Source: an optimization exercise on an open RTL-to-GDS flow (aim: small area, a short achievable clock period and few clock cycles per item). Production flows keep margins and buffers that such runs may drop.
RTL that was checked went through simulation tests only; none was proved equivalent to the original.
No activity file was given, so power comes from the tool's default toggle rates.

Setup of v6:
==> flow/design.v <==
`default_nettype none
package lbm_pkg;
  localparam int q_dirs = 9;
endpackage
`default_nettype wire
`default_nettype none
module moment_add #(
  parameter int W = 33
) (
  input  logic [W-1:0] a,
  input  logic [W-1:0] b,
  input  logic         cin,
  output logic [W-1:0] s,
  output logic         cout
);
  localparam int N  = W + 1;
  localparam int LV = $clog2(N);
  logic [N-1:0] gi, pi, g, p, gn, pn;
  always_comb begin
    gi = {a & b, cin};
    pi = {a ^ b, 1'b0};
    g  = gi;
    p  = pi;
    for (int l = 0; l < LV; l++) begin
      gn = g;
      pn = p;
      for (int i = 0; i < N; i++) begin
        if (i >= (1 << l)) begin
          gn[i] = g[i] | (p[i] & g[i - (1 << l)]);
          pn[i] = p[i] & p[i - (1 << l)];
        end
      end
      g = gn;
      p = pn;
    end
    s    = pi[N-1:1] ^ g[N-2:0];
    cout = g[N-1];
  end
endmodule
module moment_add_bk #(
  parameter int W = 33
) (
  input  logic [W-1:0] a,
  input  logic [W-1:0] b,
  input  logic         cin,
  output logic [W-1:0] s,
  output logic         cout
);
  localparam int N  = W + 1;
  localparam int LV = $clog2(N);
  logic [N-1:0] gi, pi;
  logic [N-1:0] g, p;
  logic [N-1:0] gn, pn;
  always_comb begin
    gi = {a & b, cin};
    pi = {a ^ b, 1'b0};
    g  = gi;
    p  = pi;
    for (int l = 1; l <= LV; l++) begin
      gn = g;
      pn = p;
      for (int i = 0; i < N; i++) begin
        if (((i + 1) % (1 << l)) == 0) begin
          gn[i] = g[i] | (p[i] & g[i - (1 << (l - 1))]);
          pn[i] = p[i] & p[i - (1 << (l - 1))];
        end
      end
      g = gn;
      p = pn;
    end
    for (int l = LV - 1; l >= 1; l--) begin
      gn = g;
      pn = p;
      for (int i = 0; i < N; i++) begin
        if (((i + 1) % (1 << l)) == (1 << (l - 1)) && i >= (1 << l)) begin
          gn[i] = g[i] | (p[i] & g[i - (1 << (l - 1))]);
          pn[i] = p[i] & p[i - (1 << (l - 1))];
        end
      end
      g = gn;
      p = pn;
    end
    s    = pi[N-1:1] ^ g[N-2:0];
    cout = g[N-1];
  end
endmodule
`default_nettype wire
`default_nettype none
module fp_divider (
  input  logic               clock_50,
  input  logic               m_idle,
  input  logic               m_abs,
  input  logic               m_step,
  input  logic               m_fin,
  input  logic               n_acc,      
  input  logic               n_abs,
  input  logic               n_step,
  input  logic               n_fin,
  input  logic               full,       
  input  logic               hi_en,      
  input  logic               zero_div,
  input  logic               sa_low,     
  input  logic               sa_step,    
  input  logic               sb_term,    
  input  logic               sb_rho,     
  input  logic               sb_low,     
  input  logic               acc_sub_next,  
  input  logic [31:0]        term,
  input  logic signed [31:0] rho,
  output logic               short_ok,   
  output logic               neg,        
  output logic               ovf,
  output logic [31:0]        quotient
);
  logic [31:0] rem;
  logic [32:0] low;
  logic        x;          
  logic        mag_small;  
  logic        sgn;
  logic        hi;
  logic        r_ovf;      
  logic [32:0] op_a;
  logic [32:0] op_b;
  logic [32:0] sum;
  logic        cout;
  logic        qbit;
  logic        too_big;
  assign neg = sgn ^ rho[31];
  assign op_a = ({1'b0, low[31:0]} & {33{sa_low}})
              | ({rem, low[32]}    & {33{sa_step}});
  assign op_b = (({term[31], term} & {33{sb_term}})
              |  ({rho[31], rho}   & {33{sb_rho}})
              |  (low              & {33{sb_low}})) ^ {33{x}};
  moment_add #(.W(33)) i_add (
    .a    (op_a),
    .b    (op_b),
    .cin  (x),
    .s    (sum),
    .cout (cout)
  );
  assign qbit     = ~sum[32];
  assign short_ok = mag_small && !r_ovf && (low[17:0] != '1);
  assign too_big  = hi || low[32] || (low[31] && (!neg || (low[30:0] != '0)));
  always_ff @(posedge clock_50) begin
    if (m_abs) rem <= full ? 32'b0 : {sum[26:0], 5'b0};
    else       rem <= sum[31:0];
    if (m_idle || (m_abs && !full) || (m_fin && (zero_div || too_big))) begin
      low <= '0;
    end else if (m_step) begin
      low <= {low[31:0], qbit};
    end else begin
      low <= {1'b0, sum[31:0]};
    end
    x <= (n_acc && acc_sub_next)
      || (n_abs && sum[31])
      || (n_step && (m_abs ? !rho[31] : qbit ^ rho[31]))
      || (n_fin && neg);
    if (m_abs) begin
      sgn       <= low[31];
      mag_small <= (low[31:26] == 6'b0) || (low[31:25] == 7'h7f);
    end
    if (m_abs) r_ovf <= 1'b0;
    else if (m_step && (sum[32] != sum[31])) r_ovf <= 1'b1;
    if (m_abs) hi <= 1'b0;
    else if (m_step && hi_en && qbit) hi <= 1'b1;
    if (m_idle) ovf <= 1'b0;
    else if (m_fin) ovf <= !zero_div && too_big;
  end
  assign quotient = low[31:0];
endmodule
`default_nettype wire
`default_nettype none
module lbm_moments #(
  parameter int DATA_WIDTH = 32,
  parameter int FRAC_BITS  = 24
) (
  input  logic                          clock_50,
  input  logic                          arst_n,
  input  logic                          req,
  input  logic [lbm_pkg::q_dirs*DATA_WIDTH-1:0]  fin,
  output logic                          ack,
  output logic signed [DATA_WIDTH-1:0]  rho,
  output logic signed [DATA_WIDTH-1:0]  ux,
  output logic signed [DATA_WIDTH-1:0]  uy,
  output logic                          dbz,
  output logic                          ovf_x,
  output logic                          ovf_y
);
  logic        m_idle, m_acc, m_abs, m_step, m_fin, m_ack;
  logic        n_idle, n_acc, n_abs, n_step, n_fin, n_ack;
  logic        full;
  logic [5:0]  cnt;
  logic        last_step;
  logic        redo;
  logic        done_pos;
  logic        sa_low, sa_step, sb_rho, sb_low;
  logic        sbt_x, sbt_y;
  logic [8:1]  tsel;
  logic [8:1]  nsel;
  logic [31:0] term;
  logic [31:0] term_next;
  logic        px_en_n, px_sub_n, py_en_n, py_sub_n;
  logic [31:0] rho_r;
  logic        dbz_r;
  logic        ok_x, ok_y;
  logic        neg_x, neg_y;
  logic        hi_en;
  logic [31:0] ux_q, uy_q;
  logic [31:0] rho_sum;
  assign ack = m_ack;
  assign rho = rho_r;
  assign dbz = dbz_r;
  assign ux  = ux_q;
  assign uy  = uy_q;
  assign nsel = m_idle ? 8'b0000_0001 : {tsel[7:1], 1'b0};
  always_comb begin
    term_next = '0;
    for (int i = 1; i <= 8; i++) begin
      term_next = term_next | (fin[32*i +: 32] & {32{nsel[i]}});
    end
  end
  assign px_en_n  = nsel[1] | nsel[3] | nsel[5] | nsel[6] | nsel[7] | nsel[8];
  assign px_sub_n = nsel[3] | nsel[6] | nsel[7];
  assign py_en_n  = nsel[2] | nsel[4] | nsel[5] | nsel[6] | nsel[7] | nsel[8];
  assign py_sub_n = nsel[4] | nsel[7] | nsel[8];
  assign last_step = full ? (cnt == 6'd57) : (cnt == 6'd19);
  assign redo      = !full && !(ok_x && ok_y);
  assign done_pos  = !full && !neg_x && !neg_y;
  assign hi_en     = full && (cnt <= 6'd24);
  always_comb begin
    n_idle = m_idle && !req || m_ack && !req || m_step && last_step && redo;
    n_acc  = m_idle && req || m_acc && !tsel[8];
    n_abs  = m_acc && tsel[8];
    n_step = m_abs || m_step && !last_step;
    n_fin  = m_step && last_step && !redo && !done_pos;
    n_ack  = m_step && last_step && !redo && done_pos || m_fin || m_ack && req;
  end
  fp_divider div_ux (
    .clock_50     (clock_50),
    .m_idle       (m_idle),
    .m_abs        (m_abs),
    .m_step       (m_step),
    .m_fin        (m_fin),
    .n_acc        (n_acc),
    .n_abs        (n_abs),
    .n_step       (n_step),
    .n_fin        (n_fin),
    .full         (full),
    .hi_en        (hi_en),
    .zero_div     (dbz_r),
    .sa_low       (sa_low),
    .sa_step      (sa_step),
    .sb_term      (sbt_x),
    .sb_rho       (sb_rho),
    .sb_low       (sb_low),
    .acc_sub_next (px_sub_n),
    .term         (term),
    .rho          (rho_r),
    .short_ok     (ok_x),
    .neg          (neg_x),
    .ovf          (ovf_x),
    .quotient     (ux_q)
  );
  fp_divider div_uy (
    .clock_50     (clock_50),
    .m_idle       (m_idle),
    .m_abs        (m_abs),
    .m_step       (m_step),
    .m_fin        (m_fin),
    .n_acc        (n_acc),
    .n_abs        (n_abs),
    .n_step       (n_step),
    .n_fin        (n_fin),
    .full         (full),
    .hi_en        (hi_en),
    .zero_div     (dbz_r),
    .sa_low       (sa_low),
    .sa_step      (sa_step),
    .sb_term      (sbt_y),
    .sb_rho       (sb_rho),
    .sb_low       (sb_low),
    .acc_sub_next (py_sub_n),
    .term         (term),
    .rho          (rho_r),
    .short_ok     (ok_y),
    .neg          (neg_y),
    .ovf          (ovf_y),
    .quotient     (uy_q)
  );
  moment_add_bk #(.W(32)) i_rho_add (
    .a    (rho_r),
    .b    (term),
    .cin  (1'b0),
    .s    (rho_sum),
    .cout ()
  );
  always_ff @(posedge clock_50) begin
    if (m_idle) rho_r <= fin[0 +: 32];
    else        rho_r <= rho_sum;
    term <= term_next;
    tsel <= nsel;
    if (m_abs) dbz_r <= (rho_r == '0);
    if (m_abs) cnt <= 6'd1;
    else       cnt <= cnt + 6'd1;
    sa_low  <= n_acc;
    sa_step <= n_step;
    sb_rho  <= n_step;
    sb_low  <= n_abs || n_fin || n_ack;
    sbt_x   <= n_acc && px_en_n;
    sbt_y   <= n_acc && py_en_n;
  end
  always_ff @(posedge clock_50 or negedge arst_n) begin
    if (!arst_n) begin
      m_idle <= 1'b1;
      m_acc  <= 1'b0;
      m_abs  <= 1'b0;
      m_step <= 1'b0;
      m_fin  <= 1'b0;
      m_ack  <= 1'b0;
      full   <= 1'b0;
    end else begin
      m_idle <= n_idle;
      m_acc  <= n_acc;
      m_abs  <= n_abs;
      m_step <= n_step;
      m_fin  <= n_fin;
      m_ack  <= n_ack;
      if (m_step && last_step) full <= redo;
    end
  end
endmodule
`default_nettype wire
export LEC_CHECK = 0
export ABC_CLOCK_PERIOD_IN_PS = 3000
export CAP_MARGIN = 20
export CORE_MARGIN = 2
export CORE_UTILIZATION = 40
export SETUP_SLACK_MARGIN = 5
export SLEW_MARGIN = 20
create_clock -name core_clock -period 8.0 [get_ports {clock_50}]
standard.sh (not shown) runs the stock make flow with config.mk's settings and CLKGATE_MAP_FILE= SYNTH_SCRIPT=/design/flow/synth_recipe.tcl, a recipe that flattens the netlist after the stock synthesis.
==> flow/flow/run.sh <==
#!/bin/bash
set -e
cp standard.sh standard.sh.txt
export BUFFER_PORTS_ARGS="-buffer_cell sky130_fd_sc_hd__buf_1"
bash standard.sh > standard.log 2>&1
Testbench counts of v6, summed over its fixed seeds: cycles 11,803, items 384.
What v7 does differently from v6 at the input level:
--- a/flow/design.v
+++ b/flow/design.v
@@ -38,51 +38,4 @@
   end
 endmodule
-module moment_add_bk #(
-  parameter int W = 33
-) (
-  input  logic [W-1:0] a,
-  input  logic [W-1:0] b,
-  input  logic         cin,
-  output logic [W-1:0] s,
-  output logic         cout
-);
-  localparam int N  = W + 1;
-  localparam int LV = $clog2(N);
-  logic [N-1:0] gi, pi;
-  logic [N-1:0] g, p;
-  logic [N-1:0] gn, pn;
-  always_comb begin
-    gi = {a & b, cin};
-    pi = {a ^ b, 1'b0};
-    g  = gi;
-    p  = pi;
-    for (int l = 1; l <= LV; l++) begin
-      gn = g;
-      pn = p;
-      for (int i = 0; i < N; i++) begin
-        if (((i + 1) % (1 << l)) == 0) begin
-          gn[i] = g[i] | (p[i] & g[i - (1 << (l - 1))]);
-          pn[i] = p[i] & p[i - (1 << (l - 1))];
-        end
-      end
-      g = gn;
-      p = pn;
-    end
-    for (int l = LV - 1; l >= 1; l--) begin
-      gn = g;
-      pn = p;
-      for (int i = 0; i < N; i++) begin
-        if (((i + 1) % (1 << l)) == (1 << (l - 1)) && i >= (1 << l)) begin
-          gn[i] = g[i] | (p[i] & g[i - (1 << (l - 1))]);
-          pn[i] = p[i] & p[i - (1 << (l - 1))];
-        end
-      end
-      g = gn;
-      p = pn;
-    end
-    s    = pi[N-1:1] ^ g[N-2:0];
-    cout = g[N-1];
-  end
-endmodule
 `default_nettype wire
 `default_nettype none
@@ -207,5 +160,4 @@
   logic        hi_en;
   logic [31:0] ux_q, uy_q;
-  logic [31:0] rho_sum;
   assign ack = m_ack;
   assign rho = rho_r;
@@ -288,14 +240,7 @@
     .quotient     (uy_q)
   );
-  moment_add_bk #(.W(32)) i_rho_add (
-    .a    (rho_r),
-    .b    (term),
-    .cin  (1'b0),
-    .s    (rho_sum),
-    .cout ()
-  );
   always_ff @(posedge clock_50) begin
     if (m_idle) rho_r <= fin[0 +: 32];
-    else        rho_r <= rho_sum;
+    else        rho_r <= rho_r + term;
     term <= term_next;
     tsel <= nsel;
Result for v7 and v6: all clean
Going from v6 to v7, last weighted congestion value of the routability-driven placer grew by about 0.4%; wire length of the first global-routing pass grew by about 16%.
Of the two values seen for capturing element of the worst setup path, div_ux.x was produced by v7 and div_uy.r_ovf by v6.
In the tables for v7 and v6, final critical-path share of the clock period reads higher with v6.
Comparing number of standard cells after synthesis for v7 and v6, the smaller number came from v6.
Looking only at tightest hold margin, and setting everything else aside, the higher value of v7 and v6 goes to v6.
In the tables for v7 and v6, count of non-filler cells in the finished layout reads lower with v6.
Cmp v7 vs v6: setup slack higher in v7
On v7: post-synthesis to final-layout area growth is 1.6 points higher than what v6 gave.
Compared with v6, in v7 wire length up about 18%; fraction of power consumed by combinational cells up 1.2 points.
Only the layout flow was run in v7; the RTL was not checked for function there.

==> afterwards: timing with drivers on the ports <==
The flow's constraints put no driver on any port. The routed layouts listed below were extracted and timed again, unchanged, in two steps. Step 1 sets driving cells, clkbuf_16 on the clock port and buf_2 on the other inputs (assumed; they add their load-dependent delay and slew). Step 2 moves the port delays by t, midway between the first and last clock arrival at a register: inputs arrive t later, outputs are due t later. That takes back most of the time a late clock gives input paths. Three values: no drivers, after step 1, after step 2; two values: the first two.
run | shift t [ns] | slack for setup (ns) | clock arrival spread, ns | pins driven straight from the clock port
v6 | 0.617 | 4.289 / 4.289 / 4.289 | 0.011 / 0.011 | 1
v7 | 0.627 | 4.325 / 4.325 / 4.325 | 0.033 / 0.033 | 1
After both steps every run listed still meets setup and hold.
